From an optimization exercise on the open Yosys and OpenROAD flow, aimed at small area and a short achievable clock period; shortcuts taken in it are not production practice. Only simulation tests tie the RTL to the original design; equivalence was not proved. Power is estimated from default activity; no workload was simulated.

wip/yarrow:
==> module gbuf_bank, before the edit <==
module gbuf_bank (
    input  wire logic         clk,
    input  wire logic         rst_n,
    input  wire logic         clear,
    input  wire logic         wr_en,
    input  wire logic [15:0]  wr_data,
    input  wire logic         rd_en,
    input  wire logic         rd_sel,      
    output logic [15:0]       rd_word,
    output logic              rd_ok,
    output logic [6:0]        level,
    output logic              room,        
    output logic              ready        
);
    localparam int DATA_W        = 16;
    localparam int BANK_AW       = 6;
    localparam int BANK_DEPTH    = 1 << BANK_AW;
    localparam int LVL_W         = BANK_AW + 1;
    localparam int NUM_BANKS     = 6;
    localparam int NUM_IN_BANKS  = 4;
    localparam int NUM_OUT_BANKS = 2;
    localparam int OUT_IDX_W     = 1;
    localparam int BURST_LEN = 8;
    localparam int CFG_LEN   = 4;
    localparam int CNT_W     = 3;
    localparam logic [3:0] SEL_CFG    = 4'd0;
    localparam logic [3:0] SEL_ACT    = 4'd2;
    localparam logic [3:0] SEL_FLGACT = 4'd4;
    localparam logic [3:0] SEL_WEI    = 4'd6;
    localparam logic [3:0] SEL_FLGWEI = 4'd8;
    localparam logic [3:0] SEL_FLGOFM = 4'd10;
    localparam logic [3:0] SEL_OFM    = 4'd11;
    function automatic logic [NUM_BANKS-1:0] sel_onehot(input logic [3:0] sel);
        logic [NUM_BANKS-1:0] oh;
        oh = '0;
        case (sel)
            SEL_FLGWEI: oh[0] = 1'b1;
            SEL_WEI:    oh[1] = 1'b1;
            SEL_FLGACT: oh[2] = 1'b1;
            SEL_ACT:    oh[3] = 1'b1;
            SEL_FLGOFM: oh[4] = 1'b1;
            SEL_OFM:    oh[5] = 1'b1;
            default:    oh = '0;
        endcase
        sel_onehot = oh;
    endfunction
    function automatic logic [3:0] bank_sel(input int idx);
        logic [3:0] sel;
        case (idx)
            0:       sel = SEL_FLGWEI;
            1:       sel = SEL_WEI;
            2:       sel = SEL_FLGACT;
            3:       sel = SEL_ACT;
            4:       sel = SEL_FLGOFM;
            5:       sel = SEL_OFM;
            default: sel = SEL_CFG;
        endcase
        bank_sel = sel;
    endfunction
    logic [DATA_W-1:0]  mem [BANK_DEPTH];
    logic [BANK_AW-1:0] wr_ptr;
    logic [BANK_AW:0]   count;
    logic [BANK_AW:0]   count_n;
    logic [BANK_AW:0]   count_inc;
    logic [BANK_AW:0]   count_dec;
    logic               carry;
    logic               borrow;
    logic               nonempty;    
    logic               full;
    logic               empty;
    logic               wr_ok;
    logic [7:0]         rd_col;      
    logic [7:0]         rd_row;      
    logic [DATA_W-1:0]  row_word [8];
    assign full  = count[BANK_AW];
    assign empty = ~nonempty;
    assign wr_ok = wr_en & ~full;
    assign rd_ok = rd_en & ~empty;
    assign level = count;
    always_comb begin
        carry  = 1'b1;
        borrow = 1'b1;
        for (int i = 0; i <= BANK_AW; i++) begin
            count_inc[i] = count[i] ^ carry;
            count_dec[i] = count[i] ^ borrow;
            carry        = carry & count[i];
            borrow       = borrow & ~count[i];
        end
        case ({wr_ok, rd_ok})
            2'b10:   count_n = count_inc;
            2'b01:   count_n = count_dec;
            default: count_n = count;
        endcase
    end
    always_ff @(posedge clk or negedge rst_n) begin
        if (!rst_n) begin
            wr_ptr <= '0;
            rd_col <= 8'd1;
            rd_row <= 8'd1;
            count  <= '0;
            nonempty <= 1'b0;
            room   <= 1'b1;
            ready  <= 1'b0;
        end else if (clear) begin
            wr_ptr <= '0;
            rd_col <= 8'd1;
            rd_row <= 8'd1;
            count  <= '0;
            nonempty <= 1'b0;
            room   <= 1'b1;
            ready  <= 1'b0;
        end else begin
            if (wr_ok) begin
                wr_ptr <= wr_ptr + 1'b1;
            end
            if (rd_ok) begin
                rd_col <= {rd_col[6:0], rd_col[7]};
                if (rd_col[7]) begin
                    rd_row <= {rd_row[6:0], rd_row[7]};
                end
            end
            count <= count_n;
            case ({wr_ok, rd_ok})
                2'b10: begin
                    nonempty <= 1'b1;
                    room  <= (count <= LVL_W'(BANK_DEPTH - BURST_LEN - 1));
                    ready <= (count >= LVL_W'(BURST_LEN - 1));
                end
                2'b01: begin
                    nonempty <= (count != LVL_W'(1));
                    room  <= (count <= LVL_W'(BANK_DEPTH - BURST_LEN + 1));
                    ready <= (count >= LVL_W'(BURST_LEN + 1));
                end
                default: begin
                    nonempty <= (count != '0);
                    room  <= (count <= LVL_W'(BANK_DEPTH - BURST_LEN));
                    ready <= (count >= LVL_W'(BURST_LEN));
                end
            endcase
        end
    end
    always_ff @(posedge clk) begin
        if (wr_ok) begin
            mem[wr_ptr] <= wr_data;
        end
    end
    always_comb begin
        for (int r = 0; r < 8; r++) begin
            row_word[r] = '0;
            for (int c = 0; c < 8; c++) begin
                row_word[r] = row_word[r] | ({DATA_W{rd_col[c]}} & mem[r*8 + c]);
            end
        end
        rd_word = '0;
        for (int r = 0; r < 8; r++) begin
            rd_word = rd_word | ({DATA_W{rd_row[r] & rd_sel}} & row_word[r]);
        end
    end
endmodule
clock: 5.0 ns
lec_check: 0
cap_margin: 20
core_margin: 2
core_utilization: 50
cts_cluster_diameter: 80
cts_cluster_size: 26
setup_slack_margin: 2.2
slew_margin: 20
run.sh (not shown) runs the stock make flow with config.mk's settings and CLKGATE_MAP_FILE= SYNTH_SCRIPT=/design/flow/synth_recipe.tcl, a recipe that flattens the netlist after the stock synthesis.
--- input diff wip/yarrow..wip/willow ---
--- a/flow/design.v
+++ b/flow/design.v
@@ -114,12 +114,13 @@
     logic               borrow;
     logic               nonempty;    
     logic               full;
     logic               empty;
     logic               wr_ok;
     logic [7:0]         rd_col;      
+    logic [7:0]         rd_col_hi;   
     logic [7:0]         rd_row;      
     logic [DATA_W-1:0]  row_word [8];
     assign full  = count[BANK_AW];
     assign empty = ~nonempty;
     assign wr_ok = wr_en & ~full;
     assign rd_ok = rd_en & ~empty;
@@ -140,31 +141,34 @@
         endcase
     end
     always_ff @(posedge clk or negedge rst_n) begin
         if (!rst_n) begin
             wr_ptr <= '0;
             rd_col <= 8'd1;
+            rd_col_hi <= 8'd1;
             rd_row <= 8'd1;
             count  <= '0;
             nonempty <= 1'b0;
             room   <= 1'b1;
             ready  <= 1'b0;
         end else if (clear) begin
             wr_ptr <= '0;
             rd_col <= 8'd1;
+            rd_col_hi <= 8'd1;
             rd_row <= 8'd1;
             count  <= '0;
             nonempty <= 1'b0;
             room   <= 1'b1;
             ready  <= 1'b0;
         end else begin
             if (wr_ok) begin
                 wr_ptr <= wr_ptr + 1'b1;
             end
             if (rd_ok) begin
                 rd_col <= {rd_col[6:0], rd_col[7]};
+                rd_col_hi <= {rd_col_hi[6:0], rd_col_hi[7]};
                 if (rd_col[7]) begin
                     rd_row <= {rd_row[6:0], rd_row[7]};
                 end
             end
             count <= count_n;
             case ({wr_ok, rd_ok})
@@ -192,13 +196,14 @@
         end
     end
     always_comb begin
         for (int r = 0; r < 8; r++) begin
             row_word[r] = '0;
             for (int c = 0; c < 8; c++) begin
-                row_word[r] = row_word[r] | ({DATA_W{rd_col[c]}} & mem[r*8 + c]);
+                row_word[r] = row_word[r] | ({{(DATA_W/2){rd_col_hi[c]}}, {(DATA_W/2){rd_col[c]}}}
+                                             & mem[r*8 + c]);
             end
         end
         rd_word = '0;
         for (int r = 0; r < 8; r++) begin
             rd_word = rd_word | ({DATA_W{rd_row[r] & rd_sel}} & row_word[r]);
         end
Taking wip/yarrow as the reference, in wip/willow share of cell area taken by flip-flops and latches increased by 0.17 points relative to the old numbers, post-synthesis share of cell area spent on full adders, half adders and majority gates closely matched the old numbers, effective utilization at floorplan closely matched the old numbers.
STATUS global-route wire length before repair: wip/willow loses against wip/yarrow
Looking at wip/yarrow and wip/willow, the total of endpoints with negative setup slack in the final report is a wash.

* * *

Setup of main:
RTL: one of the versions met above, not the one the previous note started from.
Size: about 13,000 cells after synthesis, roughly 230,000 sq um of cells after synthesis.
==> module gbuf_bank, before the edit <==
module gbuf_bank (
    input  wire logic         clk,
    input  wire logic         rst_n,
    input  wire logic         clear,
    input  wire logic         wr_en,
    input  wire logic [15:0]  wr_data,
    input  wire logic         rd_en,
    input  wire logic         rd_sel,      
    output logic [15:0]       rd_word,
    output logic              rd_ok,
    output logic [6:0]        level,
    output logic              room,        
    output logic              ready        
);
    localparam int DATA_W        = 16;
    localparam int BANK_AW       = 6;
    localparam int BANK_DEPTH    = 1 << BANK_AW;
    localparam int LVL_W         = BANK_AW + 1;
    localparam int NUM_BANKS     = 6;
    localparam int NUM_IN_BANKS  = 4;
    localparam int NUM_OUT_BANKS = 2;
    localparam int OUT_IDX_W     = 1;
    localparam int BURST_LEN = 8;
    localparam int CFG_LEN   = 4;
    localparam int CNT_W     = 3;
    localparam logic [3:0] SEL_CFG    = 4'd0;
    localparam logic [3:0] SEL_ACT    = 4'd2;
    localparam logic [3:0] SEL_FLGACT = 4'd4;
    localparam logic [3:0] SEL_WEI    = 4'd6;
    localparam logic [3:0] SEL_FLGWEI = 4'd8;
    localparam logic [3:0] SEL_FLGOFM = 4'd10;
    localparam logic [3:0] SEL_OFM    = 4'd11;
    function automatic logic [NUM_BANKS-1:0] sel_onehot(input logic [3:0] sel);
        logic [NUM_BANKS-1:0] oh;
        oh = '0;
        case (sel)
            SEL_FLGWEI: oh[0] = 1'b1;
            SEL_WEI:    oh[1] = 1'b1;
            SEL_FLGACT: oh[2] = 1'b1;
            SEL_ACT:    oh[3] = 1'b1;
            SEL_FLGOFM: oh[4] = 1'b1;
            SEL_OFM:    oh[5] = 1'b1;
            default:    oh = '0;
        endcase
        sel_onehot = oh;
    endfunction
    function automatic logic [3:0] bank_sel(input int idx);
        logic [3:0] sel;
        case (idx)
            0:       sel = SEL_FLGWEI;
            1:       sel = SEL_WEI;
            2:       sel = SEL_FLGACT;
            3:       sel = SEL_ACT;
            4:       sel = SEL_FLGOFM;
            5:       sel = SEL_OFM;
            default: sel = SEL_CFG;
        endcase
        bank_sel = sel;
    endfunction
    logic [DATA_W-1:0]  mem [BANK_DEPTH];
    logic [BANK_AW-1:0] wr_ptr;
    logic [BANK_AW:0]   count;
    logic [BANK_AW:0]   count_n;
    logic [BANK_AW:0]   count_inc;
    logic [BANK_AW:0]   count_dec;
    logic               carry;
    logic               borrow;
    logic               nonempty;    
    logic               full;
    logic               empty;
    logic               wr_ok;
    logic [7:0]         rd_col;      
    logic [7:0]         rd_col_hi;   
    logic [7:0]         rd_row;      
    logic [DATA_W-1:0]  row_word [8];
    assign full  = count[BANK_AW];
    assign empty = ~nonempty;
    assign wr_ok = wr_en & ~full;
    assign rd_ok = rd_en & ~empty;
    assign level = count;
    always_comb begin
        carry  = 1'b1;
        borrow = 1'b1;
        for (int i = 0; i <= BANK_AW; i++) begin
            count_inc[i] = count[i] ^ carry;
            count_dec[i] = count[i] ^ borrow;
            carry        = carry & count[i];
            borrow       = borrow & ~count[i];
        end
        case ({wr_ok, rd_ok})
            2'b10:   count_n = count_inc;
            2'b01:   count_n = count_dec;
            default: count_n = count;
        endcase
    end
    always_ff @(posedge clk or negedge rst_n) begin
        if (!rst_n) begin
            wr_ptr <= '0;
            rd_col <= 8'd1;
            rd_col_hi <= 8'd1;
            rd_row <= 8'd1;
            count  <= '0;
            nonempty <= 1'b0;
            room   <= 1'b1;
            ready  <= 1'b0;
        end else if (clear) begin
            wr_ptr <= '0;
            rd_col <= 8'd1;
            rd_col_hi <= 8'd1;
            rd_row <= 8'd1;
            count  <= '0;
            nonempty <= 1'b0;
            room   <= 1'b1;
            ready  <= 1'b0;
        end else begin
            if (wr_ok) begin
                wr_ptr <= wr_ptr + 1'b1;
            end
            if (rd_ok) begin
                rd_col <= {rd_col[6:0], rd_col[7]};
                rd_col_hi <= {rd_col_hi[6:0], rd_col_hi[7]};
                if (rd_col[7]) begin
                    rd_row <= {rd_row[6:0], rd_row[7]};
                end
            end
            count <= count_n;
            case ({wr_ok, rd_ok})
                2'b10: begin
                    nonempty <= 1'b1;
                    room  <= (count <= LVL_W'(BANK_DEPTH - BURST_LEN - 1));
                    ready <= (count >= LVL_W'(BURST_LEN - 1));
                end
                2'b01: begin
                    nonempty <= (count != LVL_W'(1));
                    room  <= (count <= LVL_W'(BANK_DEPTH - BURST_LEN + 1));
                    ready <= (count >= LVL_W'(BURST_LEN + 1));
                end
                default: begin
                    nonempty <= (count != '0);
                    room  <= (count <= LVL_W'(BANK_DEPTH - BURST_LEN));
                    ready <= (count >= LVL_W'(BURST_LEN));
                end
            endcase
        end
    end
    always_ff @(posedge clk) begin
        if (wr_ok) begin
            mem[wr_ptr] <= wr_data;
        end
    end
    always_comb begin
        for (int r = 0; r < 8; r++) begin
            row_word[r] = '0;
            for (int c = 0; c < 8; c++) begin
                row_word[r] = row_word[r] | ({{(DATA_W/2){rd_col_hi[c]}}, {(DATA_W/2){rd_col[c]}}}
                                             & mem[r*8 + c]);
            end
        end
        rd_word = '0;
        for (int r = 0; r < 8; r++) begin
            rd_word = rd_word | ({DATA_W{rd_row[r] & rd_sel}} & row_word[r]);
        end
    end
endmodule
Settings: LEC_CHECK=0, CAP_MARGIN=20, CORE_MARGIN=2, CORE_UTILIZATION=42, CTS_CLUSTER_DIAMETER=80, CTS_CLUSTER_SIZE=26, SETUP_SLACK_MARGIN=2.2, SLEW_MARGIN=20; clock period 5.0 ns.
main: done, clean on timing, DRC and antenna
diff inputs: main => the feature branch
diff --git a/flow/design.v b/flow/design.v
--- a/flow/design.v
+++ b/flow/design.v
@@ -116,9 +116,8 @@
     logic               full;
     logic               empty;
     logic               wr_ok;
     logic [7:0]         rd_col;      
-    logic [7:0]         rd_col_hi;   
     logic [7:0]         rd_row;      
     logic [DATA_W-1:0]  row_word [8];
     assign full  = count[BANK_AW];
     assign empty = ~nonempty;
@@ -143,18 +142,16 @@
     always_ff @(posedge clk or negedge rst_n) begin
         if (!rst_n) begin
             wr_ptr <= '0;
             rd_col <= 8'd1;
-            rd_col_hi <= 8'd1;
             rd_row <= 8'd1;
             count  <= '0;
             nonempty <= 1'b0;
             room   <= 1'b1;
             ready  <= 1'b0;
         end else if (clear) begin
             wr_ptr <= '0;
             rd_col <= 8'd1;
-            rd_col_hi <= 8'd1;
             rd_row <= 8'd1;
             count  <= '0;
             nonempty <= 1'b0;
             room   <= 1'b1;
@@ -164,9 +161,8 @@
                 wr_ptr <= wr_ptr + 1'b1;
             end
             if (rd_ok) begin
                 rd_col <= {rd_col[6:0], rd_col[7]};
-                rd_col_hi <= {rd_col_hi[6:0], rd_col_hi[7]};
                 if (rd_col[7]) begin
                     rd_row <= {rd_row[6:0], rd_row[7]};
                 end
             end
@@ -198,10 +194,9 @@
     always_comb begin
         for (int r = 0; r < 8; r++) begin
             row_word[r] = '0;
             for (int c = 0; c < 8; c++) begin
-                row_word[r] = row_word[r] | ({{(DATA_W/2){rd_col_hi[c]}}, {(DATA_W/2){rd_col[c]}}}
-                                             & mem[r*8 + c]);
+                row_word[r] = row_word[r] | ({DATA_W{rd_col[c]}} & mem[r*8 + c]);
             end
         end
         rd_word = '0;
         for (int r = 0; r < 8; r++) begin
==> results.txt <==
For share of the synthesized area in compound gates (AO/OA/AOI/OAI), the feature branch and main come out practically identical. main -> the feature branch: adder-cell area share of the yosys netlist flat. As of the feature branch, last weighted congestion value of the routability-driven placer had risen by a few percent compared to main. Higher worst hold slack goes to the feature branch over main. Looking at master of the slowest instance on the critical path, the clkdlybuf4s50_1 result is from the feature branch; the dfrtp_2 one comes from main. Core utilization of the finished layout: the feature branch vs main, no meaningful difference. The feature branch does better than main on cell area after synthesis. Comparing the feature branch and main, the lower power was measured on the feature branch. Looking only at width of the chip, and setting everything else aside, the lower value of the feature branch and main goes to the feature branch. Between main and the feature branch, the cell count went down. On routed wire length, the lower figure sits with the feature branch, not main. Summary of the feature branch over main: post-synthesis register bit count down 48; area of all placed cells without fillers down 0.44%. The feature branch and main ended up with nearly the same share of cell area taken by muxes after synthesis.

==> static timing again, ports no longer ideal <==
No port has a modelled driver above. Below, the same layouts with a new extraction and two added sets of constraints.
Step 1 (the two cells are an assumption about what drives the block):
set clk [get_ports {clk}]
set_driving_cell -lib_cell sky130_fd_sc_hd__clkbuf_16 $clk
set_driving_cell -lib_cell sky130_fd_sc_hd__buf_2 [delete_from_list [all_inputs] $clk]
Step 2 also shifts input and output timing later by t, the mid clock arrival at the registers, as if the neighbouring blocks saw the same clock.
Slacks: no drivers / after step 1 / after step 2; pairs: no drivers / after step 1.
run | shift t [ns] | setup slack, ns | worst slew at a driven data input, ns | pins driven straight from the clock port
wip/yarrow | 1.095 | 2.137 / 2.071 / 1.189 | 0.20 | 1
wip/willow | 1.102 | 2.096 / 1.901 / 1.109 | 0.42 | 1
main | 1.121 | 2.092 / 1.915 / 1.168 | 0.51 | 1
the feature branch | 1.115 | 2.113 / 1.867 / 1.099 | 0.38 | 1
After both steps every run listed still meets setup and hold. The setup slack of the feature branch, which loses most, moves by -0.246 ns with the drivers and by -1.014 ns with both steps.
